Background: an optimization exercise with open tools, aiming at small area. Do not read the settings as production practice.
No run shown here included a check of the RTL's function; only the layout flow was run.
Power is estimated from default activity; no workload was simulated.

$ cat flow/run.sh
#!/bin/bash
# The standard layout, except that the port buffers use the smallest buffer cell
# (buffer_ports otherwise picks sky130_fd_sc_hd__clkdlybuf4s50_1). make's full output goes to
# flow_make.log here; each ORFS step also keeps its own log under orfs/logs/.
set -euo pipefail
bash standard.sh "BUFFER_PORTS_ARGS=-buffer_cell sky130_fd_sc_hd__buf_1" finish > flow_make.log 2>&1
$ cat constraint.sdc
create_clock -name core_clock -period 9.5 [get_ports {i_clk}]
set_input_delay 1.9000 -clock core_clock [delete_from_list [all_inputs] [get_ports {i_clk}]]
set_output_delay 1.9000 -clock core_clock [all_outputs]
set_load 0.01 [all_outputs]
$ cat standard.sh
#!/bin/bash
# synth_recipe.tcl (not shown) runs the flow's synth.tcl, then flattens the netlist and writes it again
# the make line also repeats each setting of config.mk as NAME=value (left out here)
make -C /OpenROAD-flow-scripts/flow DESIGN_CONFIG=/design/flow/config.mk WORK_HOME=/design/flow/orfs CLKGATE_MAP_FILE= SYNTH_SCRIPT=/design/flow/synth_recipe.tcl "${@:-finish}"
$ cat config.mk
export PLATFORM = sky130hd
export DESIGN_NAME = fract_resampler
export DESIGN_NICKNAME = fract_resampler
export VERILOG_FILES = /design/flow/design.v
export SDC_FILE = /design/flow/constraint.sdc
export NUM_CORES = 4
export LEC_CHECK = 0
export ABC_AREA = 1
export CAP_MARGIN = 20
export CORE_MARGIN = 2
export CORE_UTILIZATION = 40
export SLEW_MARGIN = 20
$ cat design.v
module fract_resampler #(
    parameter int WIDTH   = 16,
    parameter int PHASE_W = 12,
    parameter int SR_BASE = 192
) (
    input  logic                 i_clk,
    input  logic                 i_rst_n,
    input  logic                 i_clear,
    input  logic [WIDTH-1:0]     i_din_i,
    input  logic [WIDTH-1:0]     i_din_q,
    input  logic                 i_din_vld,
    output logic                 o_rdy,
    output logic [2*WIDTH-1:0]   o_tdata,
    output logic                 o_tvalid,
    input  logic                 i_rdy,
    input  logic                 i_set_stb,
    input  logic [7:0]           i_set_addr,
    input  logic [31:0]          i_set_data,
    output logic [31:0]          o_out_cnt
);
    localparam logic [PHASE_W:0] STEP_ONE = {1'b1, {PHASE_W{1'b0}}};
    localparam int SUM_W = WIDTH + PHASE_W;    
    localparam int NROW  = PHASE_W / 2;        
    localparam int ROW_W = WIDTH + 2;
    localparam logic [1:0] P_FILL0 = 2'b00;
    localparam logic [1:0] P_FILL1 = 2'b01;
    localparam logic [1:0] P_LOAD  = 2'b10;
    localparam logic [1:0] P_CALC  = 2'b11;
    localparam logic [SUM_W-1:0] SUM_K = SUM_W'(3 << (PHASE_W - 1))
        - SUM_W'(((1 << (2 * NROW)) - 1) / 3 * (1 << (ROW_W - 1)));
    logic [1:0] rst_sync;
    logic       rst_int_n;
    logic [1:0]                 ph;
    logic                       bypass;
    logic                       out_vld;
    logic [PHASE_W:0]           step;
    logic [PHASE_W:0]           step_new;
    logic [PHASE_W-1:0]         mu;
    logic [PHASE_W:0]           mu_sum;
    logic [WIDTH-1:0]           nx1_i, nx1_q;    
    logic [WIDTH:0]             d_i, d_q;
    logic [WIDTH:0]             dn_i, dn_q;
    logic [WIDTH-1:0]           y_i;
    logic                       sel_i;
    logic [WIDTH-1:0]           base;
    logic [WIDTH:0]             dsel;
    logic [PHASE_W+1:0]         mu_x;
    logic                       neg_top;
    logic [SUM_W-1:0]           sum;
    logic [WIDTH-1:0]           y_out;
    logic [31:0]                out_cnt;
    logic                       in_xfer;
    logic                       out_xfer;
    logic                       step_wr;
    logic                       mode_wr;
    logic                       byp_next;
    logic                       cnt_clr;
    logic                       do_clr;
    always_ff @(posedge i_clk or negedge i_rst_n) begin
        if (!i_rst_n) begin
            rst_sync <= 2'b00;
        end else begin
            rst_sync <= {rst_sync[0], 1'b1};
        end
    end
    assign rst_int_n = rst_sync[1];
    assign o_rdy    = bypass ? (!out_vld || i_rdy) : (!out_vld && (ph != P_CALC));
    assign in_xfer  = i_din_vld && o_rdy;
    assign out_xfer = out_vld && i_rdy;
    assign step_wr  = i_set_stb && (i_set_addr == 8'(SR_BASE));
    assign mode_wr  = i_set_stb && (i_set_addr == 8'(SR_BASE + 1));
    assign byp_next = mode_wr ? i_set_data[0] : bypass;
    assign cnt_clr  = i_clear || (mode_wr && i_set_data[1]);
    assign do_clr   = cnt_clr || (mode_wr && (i_set_data[0] != bypass));
    always_comb begin
        step_new = i_set_data[PHASE_W:0];
        if (i_set_data == 32'd0) begin
            step_new = (PHASE_W+1)'(1);
        end else if (i_set_data > 32'(STEP_ONE)) begin
            step_new = STEP_ONE;
        end
    end
    function automatic logic [WIDTH:0] sub_ripple(input logic [WIDTH:0] a, input logic [WIDTH:0] nb);
        logic c;
        c = 1'b1;
        for (int i = 0; i <= WIDTH; i++) begin
            sub_ripple[i] = a[i] ^ nb[i] ^ c;
            c = (a[i] & nb[i]) | (a[i] & c) | (nb[i] & c);
        end
    endfunction
    function automatic logic [PHASE_W:0] add_ripple(input logic [PHASE_W-1:0] a, input logic [PHASE_W:0] b);
        logic c;
        c = 1'b0;
        for (int i = 0; i < PHASE_W; i++) begin
            add_ripple[i] = a[i] ^ b[i] ^ c;
            c = (a[i] & b[i]) | (a[i] & c) | (b[i] & c);
        end
        add_ripple[PHASE_W] = b[PHASE_W] | c;
    endfunction
    function automatic logic [31:0] inc_ripple(input logic [31:0] a);
        logic c;
        c = 1'b1;
        for (int i = 0; i < 32; i++) begin
            inc_ripple[i] = a[i] ^ c;
            c = a[i] & c;
        end
    endfunction
    assign mu_sum = add_ripple(mu, step);
    assign dn_i = sub_ripple({i_din_i[WIDTH-1], i_din_i}, {nx1_i[WIDTH-1], nx1_i});
    assign dn_q = sub_ripple({i_din_q[WIDTH-1], i_din_q}, {nx1_q[WIDTH-1], nx1_q});
    assign sel_i = !out_vld && (ph == P_CALC);
    assign base  = ~(sel_i ? nx1_i : nx1_q);
    assign dsel  = sel_i ? d_i : d_q;
    assign mu_x  = {1'b0, mu, 1'b0};
    assign neg_top = !mu[PHASE_W-1] && !bypass;
    logic b_one1, b_two2, b_neg3, pp4, pp5, pp6, pp7, pp8, pp9, pp10, pp11, pp12, pp13, pp14, pp15, pp16, pp17, pp18, pp19, pp20, pp21, b_one22, b_two23, b_neg24, pp25, pp26, pp27, pp28, pp29, pp30, pp31, pp32, pp33, pp34, pp35, pp36, pp37, pp38, pp39, pp40, pp41, pp42, b_one43, b_two44, b_neg45, pp46, pp47, pp48, pp49, pp50, pp51, pp52, pp53, pp54, pp55, pp56, pp57, pp58, pp59, pp60, pp61, pp62, pp63, b_one64, b_two65, b_neg66, pp67, pp68, pp69, pp70, pp71, pp72, pp73, pp74, pp75, pp76, pp77, pp78, pp79, pp80, pp81, pp82, pp83, pp84, b_one85, b_two86, b_neg87, pp88, pp89, pp90, pp91, pp92, pp93, pp94, pp95, pp96, pp97, pp98, pp99, pp100, pp101, pp102, pp103, pp104, pp105, b_one106, b_two107, b_neg108, pp109, pp110, pp111, pp112, pp113, pp114, pp115, pp116, pp117, pp118, pp119, pp120, pp121, pp122, pp123, pp124, pp125, pp126, pl127, pl128, pl129, pl130, pl131, pl132, pl133, pl134, pl135, pl136, pl137, pl138, pl139, pl140, pl141, pl142, s143, c144, s145, c146, s147, c148, s149, c150, s151, c152, s153, c154, s155, c156, s157, c158, s159, c160, s161, c162, s163, c164, s165, c166, s167, c168, s169, c170, s171, c172, s173, c174, s175, c176, s177, c178, s179, c180, s181, c182, s183, c184, s185, c186, s187, c188, s189, c190, s191, c192, s193, c194, s195, c196, s197, c198, s199, c200, s201, c202, s203, c204, s205, c206, s207, c208, s209, c210, s211, c212, s213, c214, s215, c216, s217, c218, s219, c220, s221, c222, s223, c224, s225, c226, s227, c228, s229, c230, s231, c232, s233, c234, s235, c236, s237, c238, s239, c240, s241, c242, s243, c244, s245, c246, s247, c248, s249, c250, s251, c252, s253, c254, s255, c256, s257, c258, s259, c260, s261, c262, s263, c264, s265, c266, s267, c268, s269, c270, s271, c272, s273, c274, s275, c276, s277, c278, s279, c280, s281, c282, s283, c284, s285, c286, s287, c288, s289, c290, s291, c292, s293, c294, s295, c296, s297, c298, s299, c300, s301, c302, s303, c304, s305, c306, s307, c308, s309, c310, s311, c312, s313, c314, s315, c316, s317, c318, s319, c320, s321, c322, s323, c324, s325, c326, s327, c328, s329, c330, s331, c332, s333, c334, s335, c336, s337, c338, s339, c340, s341, c342, s343, c344, s345, c346, s347, c348, s349, c350, s351, c352, s353, c354, s355, c356, s357, c358, s359, c360, s361, c362, s363, c364, s365, c366, rc367, rc368, rc369, rc370, rc371, rc372, rc373, rc374, rc375, rc376, rc377, rc378, g379, p380, g381, p382, g383, p384, g385, p386, g387, p388, g389, p390, g391, p392, g393, p394, g395, p396, g397, p398, g399, p400, g401, p402, g403, p404, g405, p406, g407, p408, g409, p410, G411, P412, G413, P414, G415, P416, G417, P418, G419, P420, G421, P422, G423, P424, G425, P426, G427, P428, G429, P430, G431, P432, G433, P434, G435, P436, G437, P438, G439, P440, G441, P442, G443, P444, G445, P446, G447, P448, G449, P450, G451, P452, G453, P454, G455, P456, G457, P458, G459, P460, G461, P462, G463, P464;
    assign b_one1 = mu_x[1] ^ mu_x[0];
    assign b_two2 = (mu_x[2] & ~mu_x[1] & ~mu_x[0]) | (~mu_x[2] & mu_x[1] & mu_x[0]);
    assign b_neg3 = mu_x[2];
    assign pp4 = ((b_one1 & dsel[0])) ^ b_neg3;
    assign pp5 = ((b_one1 & dsel[1]) | (b_two2 & dsel[0])) ^ b_neg3;
    assign pp6 = ((b_one1 & dsel[2]) | (b_two2 & dsel[1])) ^ b_neg3;
    assign pp7 = ((b_one1 & dsel[3]) | (b_two2 & dsel[2])) ^ b_neg3;
    assign pp8 = ((b_one1 & dsel[4]) | (b_two2 & dsel[3])) ^ b_neg3;
    assign pp9 = ((b_one1 & dsel[5]) | (b_two2 & dsel[4])) ^ b_neg3;
    assign pp10 = ((b_one1 & dsel[6]) | (b_two2 & dsel[5])) ^ b_neg3;
    assign pp11 = ((b_one1 & dsel[7]) | (b_two2 & dsel[6])) ^ b_neg3;
    assign pp12 = ((b_one1 & dsel[8]) | (b_two2 & dsel[7])) ^ b_neg3;
    assign pp13 = ((b_one1 & dsel[9]) | (b_two2 & dsel[8])) ^ b_neg3;
    assign pp14 = ((b_one1 & dsel[10]) | (b_two2 & dsel[9])) ^ b_neg3;
    assign pp15 = ((b_one1 & dsel[11]) | (b_two2 & dsel[10])) ^ b_neg3;
    assign pp16 = ((b_one1 & dsel[12]) | (b_two2 & dsel[11])) ^ b_neg3;
    assign pp17 = ((b_one1 & dsel[13]) | (b_two2 & dsel[12])) ^ b_neg3;
    assign pp18 = ((b_one1 & dsel[14]) | (b_two2 & dsel[13])) ^ b_neg3;
    assign pp19 = ((b_one1 & dsel[15]) | (b_two2 & dsel[14])) ^ b_neg3;
    assign pp20 = ((b_one1 & dsel[16]) | (b_two2 & dsel[15])) ^ b_neg3;
    assign pp21 = ~(((b_one1 & dsel[16]) | (b_two2 & dsel[16])) ^ b_neg3);
    assign b_one22 = mu_x[3] ^ mu_x[2];
    assign b_two23 = (mu_x[4] & ~mu_x[3] & ~mu_x[2]) | (~mu_x[4] & mu_x[3] & mu_x[2]);
    assign b_neg24 = mu_x[4];
    assign pp25 = ((b_one22 & dsel[0])) ^ b_neg24;
    assign pp26 = ((b_one22 & dsel[1]) | (b_two23 & dsel[0])) ^ b_neg24;
    assign pp27 = ((b_one22 & dsel[2]) | (b_two23 & dsel[1])) ^ b_neg24;
    assign pp28 = ((b_one22 & dsel[3]) | (b_two23 & dsel[2])) ^ b_neg24;
    assign pp29 = ((b_one22 & dsel[4]) | (b_two23 & dsel[3])) ^ b_neg24;
    assign pp30 = ((b_one22 & dsel[5]) | (b_two23 & dsel[4])) ^ b_neg24;
    assign pp31 = ((b_one22 & dsel[6]) | (b_two23 & dsel[5])) ^ b_neg24;
    assign pp32 = ((b_one22 & dsel[7]) | (b_two23 & dsel[6])) ^ b_neg24;
    assign pp33 = ((b_one22 & dsel[8]) | (b_two23 & dsel[7])) ^ b_neg24;
    assign pp34 = ((b_one22 & dsel[9]) | (b_two23 & dsel[8])) ^ b_neg24;
    assign pp35 = ((b_one22 & dsel[10]) | (b_two23 & dsel[9])) ^ b_neg24;
    assign pp36 = ((b_one22 & dsel[11]) | (b_two23 & dsel[10])) ^ b_neg24;
    assign pp37 = ((b_one22 & dsel[12]) | (b_two23 & dsel[11])) ^ b_neg24;
    assign pp38 = ((b_one22 & dsel[13]) | (b_two23 & dsel[12])) ^ b_neg24;
    assign pp39 = ((b_one22 & dsel[14]) | (b_two23 & dsel[13])) ^ b_neg24;
    assign pp40 = ((b_one22 & dsel[15]) | (b_two23 & dsel[14])) ^ b_neg24;
    assign pp41 = ((b_one22 & dsel[16]) | (b_two23 & dsel[15])) ^ b_neg24;
    assign pp42 = ~(((b_one22 & dsel[16]) | (b_two23 & dsel[16])) ^ b_neg24);
    assign b_one43 = mu_x[5] ^ mu_x[4];
    assign b_two44 = (mu_x[6] & ~mu_x[5] & ~mu_x[4]) | (~mu_x[6] & mu_x[5] & mu_x[4]);
    assign b_neg45 = mu_x[6];
    assign pp46 = ((b_one43 & dsel[0])) ^ b_neg45;
    assign pp47 = ((b_one43 & dsel[1]) | (b_two44 & dsel[0])) ^ b_neg45;
    assign pp48 = ((b_one43 & dsel[2]) | (b_two44 & dsel[1])) ^ b_neg45;
    assign pp49 = ((b_one43 & dsel[3]) | (b_two44 & dsel[2])) ^ b_neg45;
    assign pp50 = ((b_one43 & dsel[4]) | (b_two44 & dsel[3])) ^ b_neg45;
    assign pp51 = ((b_one43 & dsel[5]) | (b_two44 & dsel[4])) ^ b_neg45;
    assign pp52 = ((b_one43 & dsel[6]) | (b_two44 & dsel[5])) ^ b_neg45;
    assign pp53 = ((b_one43 & dsel[7]) | (b_two44 & dsel[6])) ^ b_neg45;
    assign pp54 = ((b_one43 & dsel[8]) | (b_two44 & dsel[7])) ^ b_neg45;
    assign pp55 = ((b_one43 & dsel[9]) | (b_two44 & dsel[8])) ^ b_neg45;
    assign pp56 = ((b_one43 & dsel[10]) | (b_two44 & dsel[9])) ^ b_neg45;
    assign pp57 = ((b_one43 & dsel[11]) | (b_two44 & dsel[10])) ^ b_neg45;
    assign pp58 = ((b_one43 & dsel[12]) | (b_two44 & dsel[11])) ^ b_neg45;
    assign pp59 = ((b_one43 & dsel[13]) | (b_two44 & dsel[12])) ^ b_neg45;
    assign pp60 = ((b_one43 & dsel[14]) | (b_two44 & dsel[13])) ^ b_neg45;
    assign pp61 = ((b_one43 & dsel[15]) | (b_two44 & dsel[14])) ^ b_neg45;
    assign pp62 = ((b_one43 & dsel[16]) | (b_two44 & dsel[15])) ^ b_neg45;
    assign pp63 = ~(((b_one43 & dsel[16]) | (b_two44 & dsel[16])) ^ b_neg45);
    assign b_one64 = mu_x[7] ^ mu_x[6];
    assign b_two65 = (mu_x[8] & ~mu_x[7] & ~mu_x[6]) | (~mu_x[8] & mu_x[7] & mu_x[6]);
    assign b_neg66 = mu_x[8];
    assign pp67 = ((b_one64 & dsel[0])) ^ b_neg66;
    assign pp68 = ((b_one64 & dsel[1]) | (b_two65 & dsel[0])) ^ b_neg66;
    assign pp69 = ((b_one64 & dsel[2]) | (b_two65 & dsel[1])) ^ b_neg66;
    assign pp70 = ((b_one64 & dsel[3]) | (b_two65 & dsel[2])) ^ b_neg66;
    assign pp71 = ((b_one64 & dsel[4]) | (b_two65 & dsel[3])) ^ b_neg66;
    assign pp72 = ((b_one64 & dsel[5]) | (b_two65 & dsel[4])) ^ b_neg66;
    assign pp73 = ((b_one64 & dsel[6]) | (b_two65 & dsel[5])) ^ b_neg66;
    assign pp74 = ((b_one64 & dsel[7]) | (b_two65 & dsel[6])) ^ b_neg66;
    assign pp75 = ((b_one64 & dsel[8]) | (b_two65 & dsel[7])) ^ b_neg66;
    assign pp76 = ((b_one64 & dsel[9]) | (b_two65 & dsel[8])) ^ b_neg66;
    assign pp77 = ((b_one64 & dsel[10]) | (b_two65 & dsel[9])) ^ b_neg66;
    assign pp78 = ((b_one64 & dsel[11]) | (b_two65 & dsel[10])) ^ b_neg66;
    assign pp79 = ((b_one64 & dsel[12]) | (b_two65 & dsel[11])) ^ b_neg66;
    assign pp80 = ((b_one64 & dsel[13]) | (b_two65 & dsel[12])) ^ b_neg66;
    assign pp81 = ((b_one64 & dsel[14]) | (b_two65 & dsel[13])) ^ b_neg66;
    assign pp82 = ((b_one64 & dsel[15]) | (b_two65 & dsel[14])) ^ b_neg66;
    assign pp83 = ((b_one64 & dsel[16]) | (b_two65 & dsel[15])) ^ b_neg66;
    assign pp84 = ~(((b_one64 & dsel[16]) | (b_two65 & dsel[16])) ^ b_neg66);
    assign b_one85 = mu_x[9] ^ mu_x[8];
    assign b_two86 = (mu_x[10] & ~mu_x[9] & ~mu_x[8]) | (~mu_x[10] & mu_x[9] & mu_x[8]);
    assign b_neg87 = mu_x[10];
    assign pp88 = ((b_one85 & dsel[0])) ^ b_neg87;
    assign pp89 = ((b_one85 & dsel[1]) | (b_two86 & dsel[0])) ^ b_neg87;
    assign pp90 = ((b_one85 & dsel[2]) | (b_two86 & dsel[1])) ^ b_neg87;
    assign pp91 = ((b_one85 & dsel[3]) | (b_two86 & dsel[2])) ^ b_neg87;
    assign pp92 = ((b_one85 & dsel[4]) | (b_two86 & dsel[3])) ^ b_neg87;
    assign pp93 = ((b_one85 & dsel[5]) | (b_two86 & dsel[4])) ^ b_neg87;
    assign pp94 = ((b_one85 & dsel[6]) | (b_two86 & dsel[5])) ^ b_neg87;
    assign pp95 = ((b_one85 & dsel[7]) | (b_two86 & dsel[6])) ^ b_neg87;
    assign pp96 = ((b_one85 & dsel[8]) | (b_two86 & dsel[7])) ^ b_neg87;
    assign pp97 = ((b_one85 & dsel[9]) | (b_two86 & dsel[8])) ^ b_neg87;
    assign pp98 = ((b_one85 & dsel[10]) | (b_two86 & dsel[9])) ^ b_neg87;
    assign pp99 = ((b_one85 & dsel[11]) | (b_two86 & dsel[10])) ^ b_neg87;
    assign pp100 = ((b_one85 & dsel[12]) | (b_two86 & dsel[11])) ^ b_neg87;
    assign pp101 = ((b_one85 & dsel[13]) | (b_two86 & dsel[12])) ^ b_neg87;
    assign pp102 = ((b_one85 & dsel[14]) | (b_two86 & dsel[13])) ^ b_neg87;
    assign pp103 = ((b_one85 & dsel[15]) | (b_two86 & dsel[14])) ^ b_neg87;
    assign pp104 = ((b_one85 & dsel[16]) | (b_two86 & dsel[15])) ^ b_neg87;
    assign pp105 = ~(((b_one85 & dsel[16]) | (b_two86 & dsel[16])) ^ b_neg87);
    assign b_one106 = mu_x[11] ^ mu_x[10];
    assign b_two107 = (mu_x[12] & ~mu_x[11] & ~mu_x[10]) | (~mu_x[12] & mu_x[11] & mu_x[10]);
    assign b_neg108 = mu_x[12];
    assign pp109 = ((b_one106 & dsel[0])) ^ b_neg108;
    assign pp110 = ((b_one106 & dsel[1]) | (b_two107 & dsel[0])) ^ b_neg108;
    assign pp111 = ((b_one106 & dsel[2]) | (b_two107 & dsel[1])) ^ b_neg108;
    assign pp112 = ((b_one106 & dsel[3]) | (b_two107 & dsel[2])) ^ b_neg108;
    assign pp113 = ((b_one106 & dsel[4]) | (b_two107 & dsel[3])) ^ b_neg108;
    assign pp114 = ((b_one106 & dsel[5]) | (b_two107 & dsel[4])) ^ b_neg108;
    assign pp115 = ((b_one106 & dsel[6]) | (b_two107 & dsel[5])) ^ b_neg108;
    assign pp116 = ((b_one106 & dsel[7]) | (b_two107 & dsel[6])) ^ b_neg108;
    assign pp117 = ((b_one106 & dsel[8]) | (b_two107 & dsel[7])) ^ b_neg108;
    assign pp118 = ((b_one106 & dsel[9]) | (b_two107 & dsel[8])) ^ b_neg108;
    assign pp119 = ((b_one106 & dsel[10]) | (b_two107 & dsel[9])) ^ b_neg108;
    assign pp120 = ((b_one106 & dsel[11]) | (b_two107 & dsel[10])) ^ b_neg108;
    assign pp121 = ((b_one106 & dsel[12]) | (b_two107 & dsel[11])) ^ b_neg108;
    assign pp122 = ((b_one106 & dsel[13]) | (b_two107 & dsel[12])) ^ b_neg108;
    assign pp123 = ((b_one106 & dsel[14]) | (b_two107 & dsel[13])) ^ b_neg108;
    assign pp124 = ((b_one106 & dsel[15]) | (b_two107 & dsel[14])) ^ b_neg108;
    assign pp125 = ((b_one106 & dsel[16]) | (b_two107 & dsel[15])) ^ b_neg108;
    assign pp126 = ~(((b_one106 & dsel[16]) | (b_two107 & dsel[16])) ^ b_neg108);
    assign pl127 = ~(dsel[0] & neg_top);
    assign pl128 = ~(dsel[1] & neg_top);
    assign pl129 = ~(dsel[2] & neg_top);
    assign pl130 = ~(dsel[3] & neg_top);
    assign pl131 = ~(dsel[4] & neg_top);
    assign pl132 = ~(dsel[5] & neg_top);
    assign pl133 = ~(dsel[6] & neg_top);
    assign pl134 = ~(dsel[7] & neg_top);
    assign pl135 = ~(dsel[8] & neg_top);
    assign pl136 = ~(dsel[9] & neg_top);
    assign pl137 = ~(dsel[10] & neg_top);
    assign pl138 = ~(dsel[11] & neg_top);
    assign pl139 = ~(dsel[12] & neg_top);
    assign pl140 = ~(dsel[13] & neg_top);
    assign pl141 = ~(dsel[14] & neg_top);
    assign pl142 = ~(dsel[15] & neg_top);
    assign s143 = pp14 ^ pp33;
    assign c144 = pp14 & pp33;
    assign s145 = pp15 ^ pp34 ^ pp53;
    assign c146 = (pp15 & pp34) | (pp15 & pp53) | (pp34 & pp53);
    assign s147 = pp16 ^ pp35 ^ pp54;
    assign c148 = (pp16 & pp35) | (pp16 & pp54) | (pp35 & pp54);
    assign s149 = pp73 ^ pp92 ^ pp111;
    assign c150 = (pp73 & pp92) | (pp73 & pp111) | (pp92 & pp111);
    assign s151 = pp17 ^ pp36 ^ pp55;
    assign c152 = (pp17 & pp36) | (pp17 & pp55) | (pp36 & pp55);
    assign s153 = pp74 ^ pp93 ^ pp112;
    assign c154 = (pp74 & pp93) | (pp74 & pp112) | (pp93 & pp112);
    assign s155 = pp18 ^ pp37 ^ pp56;
    assign c156 = (pp18 & pp37) | (pp18 & pp56) | (pp37 & pp56);
    assign s157 = pp75 ^ pp94 ^ pp113;
    assign c158 = (pp75 & pp94) | (pp75 & pp113) | (pp94 & pp113);
    assign s159 = pp19 ^ pp38 ^ pp57;
    assign c160 = (pp19 & pp38) | (pp19 & pp57) | (pp38 & pp57);
    assign s161 = pp76 ^ pp95 ^ pp114;
    assign c162 = (pp76 & pp95) | (pp76 & pp114) | (pp95 & pp114);
    assign s163 = pp20 ^ pp39 ^ pp58;
    assign c164 = (pp20 & pp39) | (pp20 & pp58) | (pp39 & pp58);
    assign s165 = pp77 ^ pp96 ^ pp115;
    assign c166 = (pp77 & pp96) | (pp77 & pp115) | (pp96 & pp115);
    assign s167 = pp21 ^ pp40 ^ pp59;
    assign c168 = (pp21 & pp40) | (pp21 & pp59) | (pp40 & pp59);
    assign s169 = pp78 ^ pp97 ^ pp116;
    assign c170 = (pp78 & pp97) | (pp78 & pp116) | (pp97 & pp116);
    assign s171 = pl132 ^ base[5];
    assign c172 = pl132 & base[5];
    assign s173 = pp41 ^ pp60 ^ pp79;
    assign c174 = (pp41 & pp60) | (pp41 & pp79) | (pp60 & pp79);
    assign s175 = pp98 ^ pp117 ^ pl133;
    assign c176 = (pp98 & pp117) | (pp98 & pl133) | (pp117 & pl133);
    assign s177 = base[6] ^ 1'b1;
    assign c178 = base[6] & 1'b1;
    assign s179 = pp42 ^ pp61 ^ pp80;
    assign c180 = (pp42 & pp61) | (pp42 & pp80) | (pp61 & pp80);
    assign s181 = pp99 ^ pp118 ^ pl134;
    assign c182 = (pp99 & pp118) | (pp99 & pl134) | (pp118 & pl134);
    assign s183 = pp62 ^ pp81 ^ pp100;
    assign c184 = (pp62 & pp81) | (pp62 & pp100) | (pp81 & pp100);
    assign s185 = pp119 ^ pl135;
    assign c186 = pp119 & pl135;
    assign s187 = pp63 ^ pp82 ^ pp101;
    assign c188 = (pp63 & pp82) | (pp63 & pp101) | (pp82 & pp101);
    assign s189 = pp83 ^ pp102;
    assign c190 = pp83 & pp102;
    assign s191 = pp10 ^ pp29;
    assign c192 = pp10 & pp29;
    assign s193 = pp11 ^ pp30;
    assign c194 = pp11 & pp30;
    assign s195 = pp12 ^ pp31 ^ pp50;
    assign c196 = (pp12 & pp31) | (pp12 & pp50) | (pp31 & pp50);
    assign s197 = pp69 ^ pp88;
    assign c198 = pp69 & pp88;
    assign s199 = pp13 ^ pp32 ^ pp51;
    assign c200 = (pp13 & pp32) | (pp13 & pp51) | (pp32 & pp51);
    assign s201 = pp70 ^ pp89;
    assign c202 = pp70 & pp89;
    assign s203 = s143 ^ pp52 ^ pp71;
    assign c204 = (s143 & pp52) | (s143 & pp71) | (pp52 & pp71);
    assign s205 = pp90 ^ pp109 ^ b_neg108;
    assign c206 = (pp90 & pp109) | (pp90 & b_neg108) | (pp109 & b_neg108);
    assign s207 = c144 ^ s145 ^ pp72;
    assign c208 = (c144 & s145) | (c144 & pp72) | (s145 & pp72);
    assign s209 = pp91 ^ pp110 ^ 1'b1;
    assign c210 = (pp91 & pp110) | (pp91 & 1'b1) | (pp110 & 1'b1);
    assign s211 = c146 ^ s147 ^ s149;
    assign c212 = (c146 & s147) | (c146 & s149) | (s147 & s149);
    assign s213 = pl127 ^ base[0] ^ 1'b1;
    assign c214 = (pl127 & base[0]) | (pl127 & 1'b1) | (base[0] & 1'b1);
    assign s215 = c148 ^ c150 ^ s151;
    assign c216 = (c148 & c150) | (c148 & s151) | (c150 & s151);
    assign s217 = s153 ^ pl128 ^ base[1];
    assign c218 = (s153 & pl128) | (s153 & base[1]) | (pl128 & base[1]);
    assign s219 = c152 ^ c154 ^ s155;
    assign c220 = (c152 & c154) | (c152 & s155) | (c154 & s155);
    assign s221 = s157 ^ pl129 ^ base[2];
    assign c222 = (s157 & pl129) | (s157 & base[2]) | (pl129 & base[2]);
    assign s223 = c156 ^ c158 ^ s159;
    assign c224 = (c156 & c158) | (c156 & s159) | (c158 & s159);
    assign s225 = s161 ^ pl130 ^ base[3];
    assign c226 = (s161 & pl130) | (s161 & base[3]) | (pl130 & base[3]);
    assign s227 = c160 ^ c162 ^ s163;
    assign c228 = (c160 & c162) | (c160 & s163) | (c162 & s163);
    assign s229 = s165 ^ pl131 ^ base[4];
    assign c230 = (s165 & pl131) | (s165 & base[4]) | (pl131 & base[4]);
    assign s231 = c164 ^ c166 ^ s167;
    assign c232 = (c164 & c166) | (c164 & s167) | (c166 & s167);
    assign s233 = s169 ^ s171 ^ 1'b1;
    assign c234 = (s169 & s171) | (s169 & 1'b1) | (s171 & 1'b1);
    assign s235 = c168 ^ c170 ^ c172;
    assign c236 = (c168 & c170) | (c168 & c172) | (c170 & c172);
    assign s237 = s173 ^ s175 ^ s177;
    assign c238 = (s173 & s175) | (s173 & s177) | (s175 & s177);
    assign s239 = c174 ^ c176 ^ c178;
    assign c240 = (c174 & c176) | (c174 & c178) | (c176 & c178);
    assign s241 = s179 ^ s181 ^ base[7];
    assign c242 = (s179 & s181) | (s179 & base[7]) | (s181 & base[7]);
    assign s243 = c180 ^ c182 ^ s183;
    assign c244 = (c180 & c182) | (c180 & s183) | (c182 & s183);
    assign s245 = s185 ^ base[8] ^ 1'b1;
    assign c246 = (s185 & base[8]) | (s185 & 1'b1) | (base[8] & 1'b1);
    assign s247 = c184 ^ c186 ^ s187;
    assign c248 = (c184 & c186) | (c184 & s187) | (c186 & s187);
    assign s249 = pp120 ^ pl136 ^ base[9];
    assign c250 = (pp120 & pl136) | (pp120 & base[9]) | (pl136 & base[9]);
    assign s251 = c188 ^ s189 ^ pp121;
    assign c252 = (c188 & s189) | (c188 & pp121) | (s189 & pp121);
    assign s253 = pl137 ^ base[10] ^ 1'b1;
    assign c254 = (pl137 & base[10]) | (pl137 & 1'b1) | (base[10] & 1'b1);
    assign s255 = c190 ^ pp84 ^ pp103;
    assign c256 = (c190 & pp84) | (c190 & pp103) | (pp84 & pp103);
    assign s257 = pp122 ^ pl138 ^ base[11];
    assign c258 = (pp122 & pl138) | (pp122 & base[11]) | (pl138 & base[11]);
    assign s259 = pp104 ^ pp123 ^ pl139;
    assign c260 = (pp104 & pp123) | (pp104 & pl139) | (pp123 & pl139);
    assign s261 = base[12] ^ 1'b1;
    assign c262 = base[12] & 1'b1;
    assign s263 = pp105 ^ pp124 ^ pl140;
    assign c264 = (pp105 & pp124) | (pp105 & pl140) | (pp124 & pl140);
    assign s265 = pp125 ^ pl141;
    assign c266 = pp125 & pl141;
    assign s267 = pp8 ^ pp27;
    assign c268 = pp8 & pp27;
    assign s269 = pp9 ^ pp28;
    assign c270 = pp9 & pp28;
    assign s271 = s191 ^ pp48 ^ pp67;
    assign c272 = (s191 & pp48) | (s191 & pp67) | (pp48 & pp67);
    assign s273 = c192 ^ s193 ^ pp49;
    assign c274 = (c192 & s193) | (c192 & pp49) | (s193 & pp49);
    assign s275 = c194 ^ s195 ^ s197;
    assign c276 = (c194 & s195) | (c194 & s197) | (s195 & s197);
    assign s277 = c196 ^ c198 ^ s199;
    assign c278 = (c196 & c198) | (c196 & s199) | (c198 & s199);
    assign s279 = c200 ^ c202 ^ s203;
    assign c280 = (c200 & c202) | (c200 & s203) | (c202 & s203);
    assign s281 = c204 ^ c206 ^ s207;
    assign c282 = (c204 & c206) | (c204 & s207) | (c206 & s207);
    assign s283 = c208 ^ c210 ^ s211;
    assign c284 = (c208 & c210) | (c208 & s211) | (c210 & s211);
    assign s285 = c212 ^ c214 ^ s215;
    assign c286 = (c212 & c214) | (c212 & s215) | (c214 & s215);
    assign s287 = c216 ^ c218 ^ s219;
    assign c288 = (c216 & c218) | (c216 & s219) | (c218 & s219);
    assign s289 = c220 ^ c222 ^ s223;
    assign c290 = (c220 & c222) | (c220 & s223) | (c222 & s223);
    assign s291 = c224 ^ c226 ^ s227;
    assign c292 = (c224 & c226) | (c224 & s227) | (c226 & s227);
    assign s293 = c228 ^ c230 ^ s231;
    assign c294 = (c228 & c230) | (c228 & s231) | (c230 & s231);
    assign s295 = c232 ^ c234 ^ s235;
    assign c296 = (c232 & c234) | (c232 & s235) | (c234 & s235);
    assign s297 = c236 ^ c238 ^ s239;
    assign c298 = (c236 & c238) | (c236 & s239) | (c238 & s239);
    assign s299 = c240 ^ c242 ^ s243;
    assign c300 = (c240 & c242) | (c240 & s243) | (c242 & s243);
    assign s301 = c244 ^ c246 ^ s247;
    assign c302 = (c244 & c246) | (c244 & s247) | (c246 & s247);
    assign s303 = c248 ^ c250 ^ s251;
    assign c304 = (c248 & c250) | (c248 & s251) | (c250 & s251);
    assign s305 = c252 ^ c254 ^ s255;
    assign c306 = (c252 & c254) | (c252 & s255) | (c254 & s255);
    assign s307 = c256 ^ c258 ^ s259;
    assign c308 = (c256 & c258) | (c256 & s259) | (c258 & s259);
    assign s309 = c260 ^ c262 ^ s263;
    assign c310 = (c260 & c262) | (c260 & s263) | (c262 & s263);
    assign s311 = c264 ^ s265 ^ base[14];
    assign c312 = (c264 & s265) | (c264 & base[14]) | (s265 & base[14]);
    assign s313 = c266 ^ pp126 ^ pl142;
    assign c314 = (c266 & pp126) | (c266 & pl142) | (pp126 & pl142);
    assign s315 = pp6 ^ pp25;
    assign c316 = pp6 & pp25;
    assign s317 = pp7 ^ pp26;
    assign c318 = pp7 & pp26;
    assign s319 = s267 ^ pp46 ^ b_neg45;
    assign c320 = (s267 & pp46) | (s267 & b_neg45) | (pp46 & b_neg45);
    assign s321 = c268 ^ s269 ^ pp47;
    assign c322 = (c268 & s269) | (c268 & pp47) | (s269 & pp47);
    assign s323 = c270 ^ s271 ^ b_neg66;
    assign c324 = (c270 & s271) | (c270 & b_neg66) | (s271 & b_neg66);
    assign s325 = c272 ^ s273 ^ pp68;
    assign c326 = (c272 & s273) | (c272 & pp68) | (s273 & pp68);
    assign s327 = c274 ^ s275 ^ b_neg87;
    assign c328 = (c274 & s275) | (c274 & b_neg87) | (s275 & b_neg87);
    assign s329 = c276 ^ s277 ^ s201;
    assign c330 = (c276 & s277) | (c276 & s201) | (s277 & s201);
    assign s331 = c278 ^ s279 ^ s205;
    assign c332 = (c278 & s279) | (c278 & s205) | (s279 & s205);
    assign s333 = c280 ^ s281 ^ s209;
    assign c334 = (c280 & s281) | (c280 & s209) | (s281 & s209);
    assign s335 = c282 ^ s283 ^ s213;
    assign c336 = (c282 & s283) | (c282 & s213) | (s283 & s213);
    assign s337 = c284 ^ s285 ^ s217;
    assign c338 = (c284 & s285) | (c284 & s217) | (s285 & s217);
    assign s339 = c286 ^ s287 ^ s221;
    assign c340 = (c286 & s287) | (c286 & s221) | (s287 & s221);
    assign s341 = c288 ^ s289 ^ s225;
    assign c342 = (c288 & s289) | (c288 & s225) | (s289 & s225);
    assign s343 = c290 ^ s291 ^ s229;
    assign c344 = (c290 & s291) | (c290 & s229) | (s291 & s229);
    assign s345 = c292 ^ s293 ^ s233;
    assign c346 = (c292 & s293) | (c292 & s233) | (s293 & s233);
    assign s347 = c294 ^ s295 ^ s237;
    assign c348 = (c294 & s295) | (c294 & s237) | (s295 & s237);
    assign s349 = c296 ^ s297 ^ s241;
    assign c350 = (c296 & s297) | (c296 & s241) | (s297 & s241);
    assign s351 = c298 ^ s299 ^ s245;
    assign c352 = (c298 & s299) | (c298 & s245) | (s299 & s245);
    assign s353 = c300 ^ s301 ^ s249;
    assign c354 = (c300 & s301) | (c300 & s249) | (s301 & s249);
    assign s355 = c302 ^ s303 ^ s253;
    assign c356 = (c302 & s303) | (c302 & s253) | (s303 & s253);
    assign s357 = c304 ^ s305 ^ s257;
    assign c358 = (c304 & s305) | (c304 & s257) | (s305 & s257);
    assign s359 = c306 ^ s307 ^ s261;
    assign c360 = (c306 & s307) | (c306 & s261) | (s307 & s261);
    assign s361 = c308 ^ s309 ^ base[13];
    assign c362 = (c308 & s309) | (c308 & base[13]) | (s309 & base[13]);
    assign s363 = c310 ^ s311 ^ 1'b1;
    assign c364 = (c310 & s311) | (c310 & 1'b1) | (s311 & 1'b1);
    assign s365 = c312 ^ s313 ^ base[15];
    assign c366 = (c312 & s313) | (c312 & base[15]) | (s313 & base[15]);
    assign rc367 = (pp4 & b_neg3) | (pp4 & 1'b0) | (b_neg3 & 1'b0);
    assign rc368 = (pp5 & 1'b0) | (pp5 & rc367) | (1'b0 & rc367);
    assign rc369 = (s315 & b_neg24) | (s315 & rc368) | (b_neg24 & rc368);
    assign rc370 = (c316 & s317) | (c316 & rc369) | (s317 & rc369);
    assign rc371 = (c318 & s319) | (c318 & rc370) | (s319 & rc370);
    assign rc372 = (c320 & s321) | (c320 & rc371) | (s321 & rc371);
    assign rc373 = (c322 & s323) | (c322 & rc372) | (s323 & rc372);
    assign rc374 = (c324 & s325) | (c324 & rc373) | (s325 & rc373);
    assign rc375 = (c326 & s327) | (c326 & rc374) | (s327 & rc374);
    assign rc376 = (c328 & s329) | (c328 & rc375) | (s329 & rc375);
    assign rc377 = (c330 & s331) | (c330 & rc376) | (s331 & rc376);
    assign rc378 = (c332 & s333) | (c332 & rc377) | (s333 & rc377);
    assign g379 = c334 & s335;
    assign p380 = c334 ^ s335;
    assign g381 = c336 & s337;
    assign p382 = c336 ^ s337;
    assign g383 = c338 & s339;
    assign p384 = c338 ^ s339;
    assign g385 = c340 & s341;
    assign p386 = c340 ^ s341;
    assign g387 = c342 & s343;
    assign p388 = c342 ^ s343;
    assign g389 = c344 & s345;
    assign p390 = c344 ^ s345;
    assign g391 = c346 & s347;
    assign p392 = c346 ^ s347;
    assign g393 = c348 & s349;
    assign p394 = c348 ^ s349;
    assign g395 = c350 & s351;
    assign p396 = c350 ^ s351;
    assign g397 = c352 & s353;
    assign p398 = c352 ^ s353;
    assign g399 = c354 & s355;
    assign p400 = c354 ^ s355;
    assign g401 = c356 & s357;
    assign p402 = c356 ^ s357;
    assign g403 = c358 & s359;
    assign p404 = c358 ^ s359;
    assign g405 = c360 & s361;
    assign p406 = c360 ^ s361;
    assign g407 = c362 & s363;
    assign p408 = c362 ^ s363;
    assign g409 = c364 & s365;
    assign p410 = c364 ^ s365;
    assign G411 = g379 | (p380 & rc378);
    assign P412 = p380 & 1'b0;
    assign G413 = g383 | (p384 & g381);
    assign P414 = p384 & p382;
    assign G415 = g387 | (p388 & g385);
    assign P416 = p388 & p386;
    assign G417 = g391 | (p392 & g389);
    assign P418 = p392 & p390;
    assign G419 = g395 | (p396 & g393);
    assign P420 = p396 & p394;
    assign G421 = g399 | (p400 & g397);
    assign P422 = p400 & p398;
    assign G423 = g403 | (p404 & g401);
    assign P424 = p404 & p402;
    assign G425 = g407 | (p408 & g405);
    assign P426 = p408 & p406;
    assign G427 = G413 | (P414 & G411);
    assign P428 = P414 & P412;
    assign G429 = G417 | (P418 & G415);
    assign P430 = P418 & P416;
    assign G431 = G421 | (P422 & G419);
    assign P432 = P422 & P420;
    assign G433 = G425 | (P426 & G423);
    assign P434 = P426 & P424;
    assign G435 = G429 | (P430 & G427);
    assign P436 = P430 & P428;
    assign G437 = G433 | (P434 & G431);
    assign P438 = P434 & P432;
    assign G439 = G437 | (P438 & G435);
    assign P440 = P438 & P436;
    assign G441 = G431 | (P432 & G435);
    assign P442 = P432 & P436;
    assign G443 = G415 | (P416 & G427);
    assign P444 = P416 & P428;
    assign G445 = G419 | (P420 & G435);
    assign P446 = P420 & P436;
    assign G447 = G423 | (P424 & G441);
    assign P448 = P424 & P442;
    assign G449 = g381 | (p382 & G411);
    assign P450 = p382 & P412;
    assign G451 = g385 | (p386 & G427);
    assign P452 = p386 & P428;
    assign G453 = g389 | (p390 & G443);
    assign P454 = p390 & P444;
    assign G455 = g393 | (p394 & G435);
    assign P456 = p394 & P436;
    assign G457 = g397 | (p398 & G445);
    assign P458 = p398 & P446;
    assign G459 = g401 | (p402 & G441);
    assign P460 = p402 & P442;
    assign G461 = g405 | (p406 & G447);
    assign P462 = p406 & P448;
    assign G463 = g409 | (p410 & G439);
    assign P464 = p410 & P440;
    assign sum[12] = p380 ^ rc378;
    assign sum[13] = p382 ^ G411;
    assign sum[14] = p384 ^ G449;
    assign sum[15] = p386 ^ G427;
    assign sum[16] = p388 ^ G451;
    assign sum[17] = p390 ^ G443;
    assign sum[18] = p392 ^ G453;
    assign sum[19] = p394 ^ G435;
    assign sum[20] = p396 ^ G455;
    assign sum[21] = p398 ^ G445;
    assign sum[22] = p400 ^ G457;
    assign sum[23] = p402 ^ G441;
    assign sum[24] = p404 ^ G459;
    assign sum[25] = p406 ^ G447;
    assign sum[26] = p408 ^ G461;
    assign sum[27] = p410 ^ G439;
    assign y_out = sum[PHASE_W +: WIDTH];
    assign o_tdata   = {y_i, y_out};
    assign o_tvalid  = out_vld;
    assign o_out_cnt = out_cnt;
    always_ff @(posedge i_clk) begin
        if (in_xfer) begin
            nx1_i <= ~i_din_i;
            nx1_q <= ~i_din_q;
            d_i  <= dn_i;
            d_q  <= dn_q;
        end
        if (sel_i) begin
            y_i <= y_out;
        end else if (bypass && in_xfer) begin
            y_i <= i_din_i;
        end
    end
    always_ff @(posedge i_clk) begin
        if (do_clr || (!bypass && !out_vld && (ph == P_FILL1) && in_xfer)) begin
            mu <= '0;
        end else if (!bypass && out_xfer) begin
            mu <= mu_sum[PHASE_W-1:0];
        end
    end
    always_ff @(posedge i_clk or negedge rst_int_n) begin
        if (!rst_int_n) begin
            ph       <= P_FILL0;
            bypass   <= 1'b0;
            step     <= STEP_ONE;
            out_vld  <= 1'b0;
            out_cnt  <= '0;
        end else begin
            if (step_wr) begin
                step <= step_new;
            end
            if (mode_wr) begin
                bypass <= i_set_data[0];
            end
            if (cnt_clr) begin
                out_cnt <= '0;
            end else if (out_xfer) begin
                out_cnt <= inc_ripple(out_cnt);
            end
            if (do_clr) begin
                ph      <= P_FILL0;
                out_vld <= 1'b0;
            end else if (bypass) begin
                if (in_xfer) begin
                    out_vld <= 1'b1;
                end else if (out_xfer) begin
                    out_vld <= 1'b0;
                end
            end else if (out_vld) begin
                if (i_rdy) begin
                    out_vld <= 1'b0;
                    ph      <= mu_sum[PHASE_W] ? P_LOAD : P_CALC;
                end
            end else begin
                case (ph)
                    P_FILL0: if (in_xfer) ph <= P_FILL1;
                    P_FILL1: if (in_xfer) ph <= P_CALC;
                    P_LOAD:  if (in_xfer) ph <= P_CALC;
                    default: out_vld <= 1'b1;
                endcase
            end
        end
    end
endmodule
==> results of run 1 <==
==> layout make-up <==
| cell class | instances | share of cell area (%) |
|---|---|---|
| clock inverters | 15 | 1.35 |
| multi-input cells | 865 | 52.7 |
| well taps | 396 | 3.58 |
| flip-flops and latches | 145 | 28.7 |
| inverters | 184 | 4.98 |
| clock buffers | 17 | 3.07 |
| repair buffers | 172 | 5.59 |
==> critical path, cell delays in order (launching register included) <==
cell and delay [ns]:
dfrtp_1 0.41, ha_1 0.29, nand2_4 0.45, mux2i_1 0.25, buf_4 0.24, nor2_1 0.06
a221oi_1 0.31, fa_1 0.52, fa_1 0.52, fa_1 0.51, fa_1 0.51, inv_1 0.05
a22oi_1 0.14, a21oi_1 0.12, fa_1 0.49, nand3_1 0.11, nand2_1 0.12, nand4_1 0.10
nand2_1 0.15, nand3_1 0.14, o21bai_1 0.12, nand3_1 0.10, nand2_1 0.09, fa_1 0.44
xor2_1 0.19, buf_1 0.17
==> final timing paths <==
check	endpoint	depth (start not counted)	from
max	o_tdata[14]	25	ph[0]
min	out_cnt[3]	0	rst_sync[1]
max reg2reg	d_i[15]	18	nx1_i[0]
min reg2reg	out_cnt[3]	0	rst_sync[1]
max in group asynchronous	rst_sync[1]	1	i_rst_n
min in group core_clock	rst_sync[1]	0	rst_sync[0]
==> per-stage QoR <==
| stage | total power, W | instances |
|---|---|---|
| after global routing | 0.00333 | 1794 |
| after CTS | 0.00311 | 1794 |
| final | 0.00307 | 1794 |
| after detailed placement | 0.00238 | 1762 |
| after global placement | 0.00236 | 1761 |
| after floorplan | 0.00189 | 1252 |
==> power by group through the flow <==
stage	clock network, W	registers [W]	logic (W)
CTS	0.000725	0.000806	0.00158
finish	0.000705	0.000805	0.00156
global route	0.000751	0.000814	0.00176
global placement	0	0.000817	0.00154
detailed placement	0	0.000818	0.00156
floorplan	0	0.000816	0.00108
==> synthesized netlist by cell type, drive strengths merged <==
cell,n
o211ai,3
conb,1
clkbuf,30
nand2,225
nand3,39
nor4,8
buf,28
xnor2,3
nor3,4
a31oi,2
o21ai,48
o31ai,1
mux2i,13
dfrtp,50
a22o,1
o221ai,6
clkinv,4
fa,138
a31o,1
edfxtp,82
o22ai,84
nor2,39
and2,1
a221oi,6
a211oi,2
o21a,1
o21bai,1
dfxtp,12
ha,69
or2,9
a22oi,2
xor2,96
inv,180
dfstp,1
a21o,2
a21oi,55
nand4,5
==> cells by family (layout without fill, tap and decap cells) <==
family | Yosys count | after routing | share of synthesized area [%]
buffers and inverters | 242 | 388 | 7.78
other | 1 | 1 | 0.0307
muxes | 13 | 13 | 1.06
AOI/OAI and AO/OA | 215 | 215 | 10.5
DFF | 145 | 145 | 32.6
and+or+nand+nor | 330 | 330 | 11.2
adders and majority gates | 207 | 207 | 29.7
xor gates and xnor gates | 99 | 99 | 7.15
==> metal layers <==
metal	track usage [%]	up-vias
met2	31.0	259
li1	-	4392
met5	0	-
met4	6.33	2
met1	26.5	4434
met3	4.11	55
==> flip-flops by register name, indices dropped and copies added, names as in the netlist <==
register,count
rst_sync,2
d_q,17
out_cnt,32
nx1_i,16
y_i,16
out_vld,1
d_i,17
bypass,1
nx1_q,16
step,13
ph,2
mu,12
==> flow_metrics.tcl, run 1 <==
set metrics [dict create \
    fin_setup_tns_ns 0 \
    cts.sinks 145 \
    postCtsSetupRepairBufs 0 \
    met3_length_mm 1.79 \
    grt.total_usage_pct 19.5 \
    vias 9142 \
    place_area_sq_um 13200 \
    critPathKind "flop to output pin" \
    tightest_slew_ns 0.931 \
    cts_tree "done" \
    ys_types 50 \
    slew-limit-headroom_pct 37.9 \
    antenna_cells 0 \
    cp.arrival_ns 7.08 \
    yosysSeqAreaShare_pct 32.6 \
    rows 64 \
    avgSynthCellArea_sq_um 9.76 \
    boundaryPins 144 \
    grt_pass1_vias 9201 \
    topRoutingLayerUsed "met5" \
    clock_latency_ns 0.44 \
    wl_met2_mm 14.1 \
    ant_nets 0 \
    cts_hold_buffers 0 \
    layout.area.seq_sq_um 3980 \
    end_kind "output pin" \
    hp-class "flop to asynchronous set/reset pin" \
    comb_power_share_pct 50.9 \
    switchingPower_w 0.00134 \
    wl_met1_mm 13.0 \
    netSwitchingFraction_pct 43.7 \
    cts-root-buf "clkbuf_16" \
    antenna_found_initial 1 \
    grt_max_degree 69 \
    cts.path.max_buffers 2 \
    syn-num-nets 1537 \
    design_area_sq_um 13900 \
    fin_util_pct 45.7 \
    dp_hpwl_mm 22.3 \
    holdWs_ns 0.117 \
    power-per-cell-area_nw_per_um2 222 \
    route.detailed.drc 0 \
    period_share_pct 94.5 \
    dpl_worst_slack_ns 0.801 \
    cts.repair.resized 0 \
    final_nets 1670 \
    gp_congestion 0.906 \
    numCtsBuffers 17 \
    yosysTopAreaCell "fa_1" \
    p_leak_nw 6.10 \
    rsz0062_at_grt "no" \
    clock_power_share_pct 23.0 \
    finalWorstSetupSlack_ns 0.523 \
    dieArea_sq_um 32000 \
    ff2ff_setup_slack_ns 2.54 \
    ir_drop_mv 0.224 \
    start_util_pct 40.3 \
    hold_violations 0 \
    multi_input_area_sq_um 7300 \
    coreArea_sq_um 30300 \
    startpoint_type "flop" \
    max_freq_mhz 111 \
    critical_path.max_fanout 36 \
    drt_pass1_iterations 5 \
    final_common_cell "nand2_1" \
    finalSetupViolCount 0 \
    grt_pass1_wl_mm 48.2 \
    syn_area_sq_um 12200 \
    htreeDepth 4 \
    cellInternalPower_w 0.00173 \
    die_w_um 179 \
    ys_seq_elements 145 \
    drv_slew 0 \
    syn_to_final_growth_pct 13.4 \
    io_buffers 143 \
    die_h_um 179 \
    drive_gt1_share_pct 6.80 \
    yosys-top-cells-area "fa_1 23%, edfxtp_1 20%, dfrtp_1 10%, ha_1 7.1%, nand2_1 6.8%" \
    required_ns 7.60 \
    status "no timing/DRC/antenna violations" \
    final_cell_mix "221 x nand2_1, 170 x inv_1, 143 x buf_1, 138 x fa_1, 95 x xor2_1" \
    dr.first_iter.drc_count 582 \
    synth.top_cell.area_share_pct 22.6 \
    netlist_instances 1252 \
    skew_ns 0.0114 \
    wl_per_cell_um 16.5 \
    maxCapViolCount 0 \
    yosys_warnings 1 \
    clk_pin_slew_ns 0.07 \
    wirelength_mm 29.6 \
    seqPwrFrac_pct 26.2 \
    overflow 0 \
    fillCellCount 2894 \
    viasPerCell 5.10 \
    fin_crit_ns 8.98 \
]
==> inputs of run 2 (changes only) <==
==> flow/run.sh (replaced) <==
#!/bin/bash
set -euo pipefail
bash standard.sh "BUFFER_PORTS_ARGS=-buffer_cell sky130_fd_sc_hd__buf_1" "CTS_ARGS=-sink_clustering_enable -repair_clock_nets -dont_use_dummy_load" finish > flow_make.log 2>&1
==> run 2 against run 1 <==
  * Still clean on timing, DRC and antenna
  * Critical path depth unchanged
  * Synthesized cell count is the same
  * Power is 5.2% lower
  * Combinational power hardly changed
  * Synthesized area did not move
  * Largest cell class unchanged
==> flow_metrics.tcl, run 2 <==
set metrics [dict create \
    fin_crit_ns 8.97 \
    final_common_cell "nand2_1" \
    p_leak_nw 6.01 \
    wirelength_mm 29.5 \
    slowest_delay_ns 0.52 \
    startpoint_type "flop" \
    viasPerCell 5.12 \
    status "no timing/DRC/antenna violations" \
    overflow 0 \
    numCtsBuffers 17 \
    ir_drop_mv 0.224 \
    vias 9104 \
    syn-num-nets 1537 \
    avgSynthCellArea_sq_um 9.76 \
    grt_pass1_vias 9203 \
    antenna_found_initial 1 \
    cts-root-buf "clkbuf_16" \
    place_area_sq_um 13200 \
    synth_top_family_by_area "adder cells" \
    critical_path.max_fanout 36 \
    ant_nets 0 \
    rows 64 \
    yosysTopAreaCell "fa_1" \
    critPathKind "flop to output pin" \
    period_share_pct 94.4 \
    largest_register "out_cnt" \
    synth.top_cell.area_share_pct 22.6 \
    maxCapViolCount 0 \
    fin_setup_tns_ns 0 \
    io_buffers 143 \
    netlist_instances 1252 \
    ys.flop_type "edfxtp_1" \
    power-per-cell-area_nw_per_um2 213 \
    grt.total_usage_pct 19.4 \
    crit_top_cell "fa_1" \
    synth_compound_area_share_pct 10.5 \
    slew-limit-headroom_pct 37.2 \
    critPathTopFamily "adder cells" \
    drive_gt1_share_pct 5.78 \
    syn_to_final_growth_pct 11.8 \
    holdWs_ns 0.116 \
    max_freq_mhz 112 \
    ys_types 50 \
    skew_ns 0.0302 \
    muxShareOfSynthArea_pct 1.06 \
    end_kind "output pin" \
    postCtsSetupRepairBufs 0 \
    antenna_cells 0 \
    tightest_slew_ns 0.941 \
    die_h_um 179 \
    boundaryPins 144 \
    cts_hold_buffers 0 \
    crit_slowest_cell "fa_1" \
    synthXorXnorAreaFrac_pct 7.15 \
    finalWorstSetupSlack_ns 0.533 \
    final_nets 1670 \
    yosys-top-cells-area "fa_1 23%, edfxtp_1 20%, dfrtp_1 10%, ha_1 7.1%, nand2_1 6.8%" \
    synth_edf_count 82 \
    hp-class "flop to asynchronous set/reset pin" \
    drt_pass1_iterations 5 \
    htreeDepth 4 \
    hold_violations 0 \
    route.detailed.drc 0 \
    grt_max_degree 69 \
    worst-path-buf-inv 3 \
    wl_per_cell_um 16.6 \
    cts.path.max_buffers 2 \
    clk_pin_slew_ns 0.07 \
    required_ns 7.60 \
    biggestRegsByFlops "out_cnt x32, d_i x17, d_q x17" \
    finalSetupViolCount 0 \
    cts.sinks 145 \
    synth_commonest_cells "222 x nand2_1, 171 x inv_1, 138 x fa_1" \
    largest_reg_flops 32 \
    yosysMostFrequentCell "nand2_1" \
    yosys_warnings 1 \
    coreArea_sq_um 30300 \
    yosysSeqAreaShare_pct 32.6 \
    cts_tree "done" \
    rsz0062_at_grt "no" \
    cp.arrival_ns 7.07 \
    gp_congestion 0.906 \
    grt_pass1_wl_mm 48.2 \
    dr.first_iter.drc_count 594 \
    dieArea_sq_um 32000 \
    synth_fa_ha_area_share_pct 29.7 \
    yosys.area_share.simple_pct 11.2 \
    syn_area_sq_um 12200 \
    start_util_pct 40.3 \
    drv_slew 0 \
    dpl_worst_slack_ns 0.801 \
    clock_latency_ns 0.44 \
    fin_util_pct 45.0 \
    ys_seq_elements 145 \
    final_cell_mix "221 x nand2_1, 170 x inv_1, 143 x buf_1, 138 x fa_1, 95 x xor2_1" \
    die_w_um 179 \
    synthArstFlopShare_pct 35.2 \
    dp_hpwl_mm 22.3 \
    design_area_sq_um 13700 \
    cts.repair.resized 0 \
]
==> run 2: cell families after synthesis <==
kind of cell,Yosys count
AND/OR/NAND/NOR,330
buffers and inverters,242
AO/OA/AOI/OAI,215
adder cells (fa/ha/maj),207
flip-flops,145
XOR/XNOR,99
multiplexers,13
other,1
==> run 2: worst register-to-register path, stage by stage (launching register included) <==
cell and delay (ns):
edfxtp_1 0.39, inv_1 0.07, ha_1 0.13, inv_1 0.05
fa_1 0.40, fa_1 0.39, fa_1 0.40, fa_1 0.40
fa_1 0.41, fa_1 0.39, fa_1 0.40, fa_1 0.40
fa_1 0.40, fa_1 0.39, fa_1 0.41, fa_1 0.40
fa_1 0.40, fa_1 0.43, fa_1 0.44
==> run 2: per-stage QoR <==
stage	total power, W	cells
after floorplan	0.00189	1252
after global placement	0.00236	1761
after detailed placement	0.00238	1762
after CTS	0.00294	1779
after global routing	0.00316	1779
final	0.00291	1779
==> run 2: layout make-up <==
cell class,instances,area (sq um)
Fill cell,2917,16700
Tap cell,396,495
Clock buffer,17,425
Multi-Input combinational cell,865,7300
Sequential cell,145,3980
Timing Repair Buffer,172,774
Inverter,184,691
==> run 2: routing by layer <==
| metal | share of wire, % | track usage [%] | wire [um] | vias up |
|---|---|---|---|---|
| met1 | 44 | 26.5 | 13000 | 4412 |
| met4 | 1.9 | 6.44 | 547 | 2 |
| li1 | - | - | - | 4362 |
| met3 | 5.7 | 3.86 | 1670 | 45 |
| met5 | 0.034 | 0 | 10 | - |
| met2 | 48 | 31.0 | 14200 | 283 |
==> run 2: worst paths after layout <==
check | start | endpoint | slack [ns] | cells past startpoint
max | ph[0] | o_tdata[14] | 0.53 | 25
min | rst_sync[1] | out_cnt[3] | 0.12 | 0
max reg2reg | nx1_q[0] | d_q[15] | 2.54 | 18
min reg2reg | rst_sync[1] | out_cnt[3] | 0.12 | 0
max in group asynchronous | i_rst_n | rst_sync[1] | 8.14 | 1
min in group core_clock | rst_sync[0] | rst_sync[1] | 0.35 | 0
==> run 2: report_power, final <==
part | leakage [nW] | total (W) | internal [W] | switching [W]
clock network | 0.209 | 0.000542 | 0.000309 | 0.000233
registers | 1.58 | 0.000805 | 0.000773 | 0.0000328
logic | 4.21 | 0.00156 | 0.000558 | 0.00101
total | 6.01 | 0.00291 | 0.00164 | 0.00127
==> inputs of run 3 (changes only) <==
==> flow/run.sh (replaced) <==
#!/bin/bash
set -euo pipefail
bash standard.sh "BUFFER_PORTS_ARGS=-buffer_cell sky130_fd_sc_hd__buf_1" "CTS_ARGS=-sink_clustering_enable -repair_clock_nets -dont_use_dummy_load -buf_list sky130_fd_sc_hd__clkbuf_8" finish > flow_make.log 2>&1
==> run 3 against run 2 <==
  * Via count is essentially flat
  * Synthesized cell count unchanged
  * Critical endpoint unchanged
  * Sequential share of layout area rose by 0.41 points
  * Global-route usage decreased by 0.055 points
  * Still clean
  * Final area is 1.4% lower
  * Count of clock-buffer cells in the layout unchanged
  * Register-to-register slack about the same
  * First-iteration DRC count decreased by 2.0%
  * Wire length decreased by 0.20%
==> flow_metrics.tcl, run 3 <==
set metrics [dict create \
    status "no timing/DRC/antenna violations" \
    fin_util_pct 44.4 \
    drt_pass1_iterations 5 \
    finalSetupViolCount 0 \
    maxCapViolCount 0 \
    synthArstFlopShare_pct 35.2 \
    synth_commonest_cells "222 x nand2_1, 171 x inv_1, 138 x fa_1" \
    multi_input_area_sq_um 7300 \
    ant_nets 0 \
    clk_pin_slew_ns 0.10 \
    die_w_um 179 \
    rows 64 \
    io_buffers 143 \
    cp.arrival_ns 7.10 \
    syn_area_sq_um 12200 \
    numCtsBuffers 17 \
    start_util_pct 40.3 \
    synth_edf_count 82 \
    synth_fa_ha_area_share_pct 29.7 \
    dieArea_sq_um 32000 \
    dpl_worst_slack_ns 0.801 \
    netlist_instances 1252 \
    coreArea_sq_um 30300 \
    yosysSeqAreaShare_pct 32.6 \
    finalWorstSetupSlack_ns 0.504 \
    boundaryPins 144 \
    ys.flop_type "edfxtp_1" \
    grt_pass1_vias 9174 \
    grt.total_usage_pct 19.4 \
    yosys-top-cells-area "fa_1 23%, edfxtp_1 20%, dfrtp_1 10%, ha_1 7.1%, nand2_1 6.8%" \
    largest_register "out_cnt" \
    clock_latency_ns 0.47 \
    syn_to_final_growth_pct 10.3 \
    synth_compound_area_share_pct 10.5 \
    holdWs_ns 0.118 \
    antenna_cells 0 \
    startpoint_type "flop" \
    final_nets 1670 \
    layout.area.seq_sq_um 3980 \
    grt_pass1_wl_mm 48.1 \
    postCtsSetupRepairBufs 0 \
    route.detailed.drc 0 \
    overflow 0 \
    drive_gt1_share_pct 5.78 \
    hold_violations 0 \
    max_freq_mhz 111 \
    syn-num-nets 1537 \
    reg2reg_depth 18 \
    grt_max_degree 69 \
    wl_per_cell_um 16.5 \
    power-per-cell-area_nw_per_um2 203 \
    fin_setup_tns_ns 0 \
    final_common_cell "nand2_1" \
    period_share_pct 94.7 \
    cts-root-buf "clkbuf_8" \
    dr.first_iter.drc_count 582 \
    yosysMostFrequentCell "nand2_1" \
    slew-limit-headroom_pct 37.9 \
    required_ns 7.60 \
    cts_tree "done" \
    end_kind "output pin" \
    largest_reg_flops 32 \
    skew_ns 0.0445 \
    viasPerCell 5.12 \
    cts.path.max_buffers 2 \
    yosys_warnings 1 \
    fillCellCount 2936 \
    muxShareOfSynthArea_pct 1.06 \
    vias 9105 \
    ys_seq_elements 145 \
    synthXorXnorAreaFrac_pct 7.15 \
    critPathKind "flop to output pin" \
    antenna_found_initial 1 \
    rsz0062_at_grt "no" \
    htreeDepth 4 \
    yosysTopAreaCell "fa_1" \
    finalPower_w 0.00274 \
    final_cell_mix "221 x nand2_1, 170 x inv_1, 143 x buf_1, 138 x fa_1, 95 x xor2_1" \
    die_h_um 179 \
    drv_slew 0 \
    ir_drop_mv 0.224 \
    yosys.area_share.simple_pct 11.2 \
    fin_crit_ns 9.00 \
    avgSynthCellArea_sq_um 9.76 \
    ys_types 50 \
    gp_congestion 0.906 \
    synth_top_family_by_area "adder cells" \
    tightest_slew_ns 0.932 \
    p_leak_nw 5.92 \
    cts.sinks 145 \
    cts_hold_buffers 0 \
    synth.top_cell.area_share_pct 22.6 \
    wirelength_mm 29.4 \
    biggestRegsByFlops "out_cnt x32, d_i x17, d_q x17" \
    hp-class "flop to asynchronous set/reset pin" \
    critical_path.max_fanout 36 \
    cts.repair.resized 0 \
    dp_hpwl_mm 22.3 \
]
==> run 3: cell types whose count changed in the layout (fill, tap and decap cells not counted) <==
cell | before | now
clkbuf_16 | 17 | 0
clkbuf_8 | 0 | 17
==> run 3: worst paths after layout <==
kind | to | slack (ns) | start
min in group core_clock | rst_sync[1] | 0.36 | rst_sync[0]
hold / removal | out_cnt[3] | 0.12 | rst_sync[1]
setup reg to reg | d_i[15] | 2.54 | nx1_i[0]
hold reg to reg | out_cnt[3] | 0.12 | rst_sync[1]
setup / recovery | o_tdata[14] | 0.50 | ph[0]
max in group asynchronous | rst_sync[1] | 8.17 | i_rst_n
==> run 3: worst max-delay path, cell delays in order, from the launching register on <==
cell and delay (ns):
dfrtp_1 0.41, ha_1 0.29, nand2_4 0.45, mux2i_1 0.25, buf_4 0.23, nor2_1 0.06, a221oi_1 0.31, fa_1 0.52
fa_1 0.51, fa_1 0.51, fa_1 0.51, inv_1 0.05, a22oi_1 0.14, a21oi_1 0.12, fa_1 0.49, nand3_1 0.11
nand2_1 0.13, nand4_1 0.10, nand2_1 0.16, nand3_1 0.14, o21bai_1 0.12, nand3_1 0.10, nand2_1 0.09, fa_1 0.44
xor2_1 0.19, buf_1 0.17
==> run 3: final cells by class <==
type | count | share of cell area, %
inverter | 184 | 5.12
sequential | 145 | 29.5
timing repair buffer | 172 | 5.75
clock buffer | 17 | 1.74
tap | 396 | 3.68
multi-input combinational | 865 | 54.2
==> run 3: layer usage <==
layer	vias up	share of wire [%]	global-route usage [%]
li1	4355	-	-
met1	4423	44	26.5
met2	273	48	30.9
met3	52	6.0	3.73
met4	2	2.1	6.27
met5	-	0.031	0
==> run 3: metrics by stage <==
stage | instances | cell area (sq um)
floorplan | 1252 | 12200
global placement | 1761 | 13200
detailed placement | 1762 | 13200
CTS | 1779 | 13500
global route | 1779 | 13500
finish | 1779 | 13500
==> run 3: cell families after synthesis <==
| family | Yosys count |
|---|---|
| AO/OA/AOI/OAI | 215 |
| XOR/XNOR | 99 |
| adder cells (fa/ha/maj) | 207 |
| buffers and inverters | 242 |
| flip-flops | 145 |
| multiplexers | 13 |
| other | 1 |
| AND/OR/NAND/NOR | 330 |
==> run 3: report_power, final <==
part	switching, W	internal, W	total (W)
Clock	0.000211	0.000158	0.000369
Sequential	0.0000327	0.000771	0.000804
Combinational	0.00100	0.000558	0.00156

[what the ideal ports hide]
The flow's constraints put no driver on any port. The routed layouts listed below were extracted and timed again, unchanged, in two steps.
Step 1, drivers: a clkbuf_16 drives i_clk and a buf_2 each remaining input, both assumed.
Step 2 moves the port delays by t, midway between the first and last clock arrival at a register: inputs arrive t later, outputs are due t later. That takes back most of the time a late clock gives input paths.
Slacks: ideal / step 1 / step 2; pairs: ideal / step 1.
run	t (ns)	setup WS [ns]	worst setup path at the end	worst data-port slew with drivers (ns)	pins driven straight from the clock port
run 1	0.481	0.523 / 0.474 / 0.910	input to register	0.05	1
run 2	0.472	0.533 / 0.484 / 0.900	input to register	0.05	1
run 3	0.489	0.504 / 0.459 / 0.901	input to register	0.05	1
After both steps every run listed still meets setup and hold.
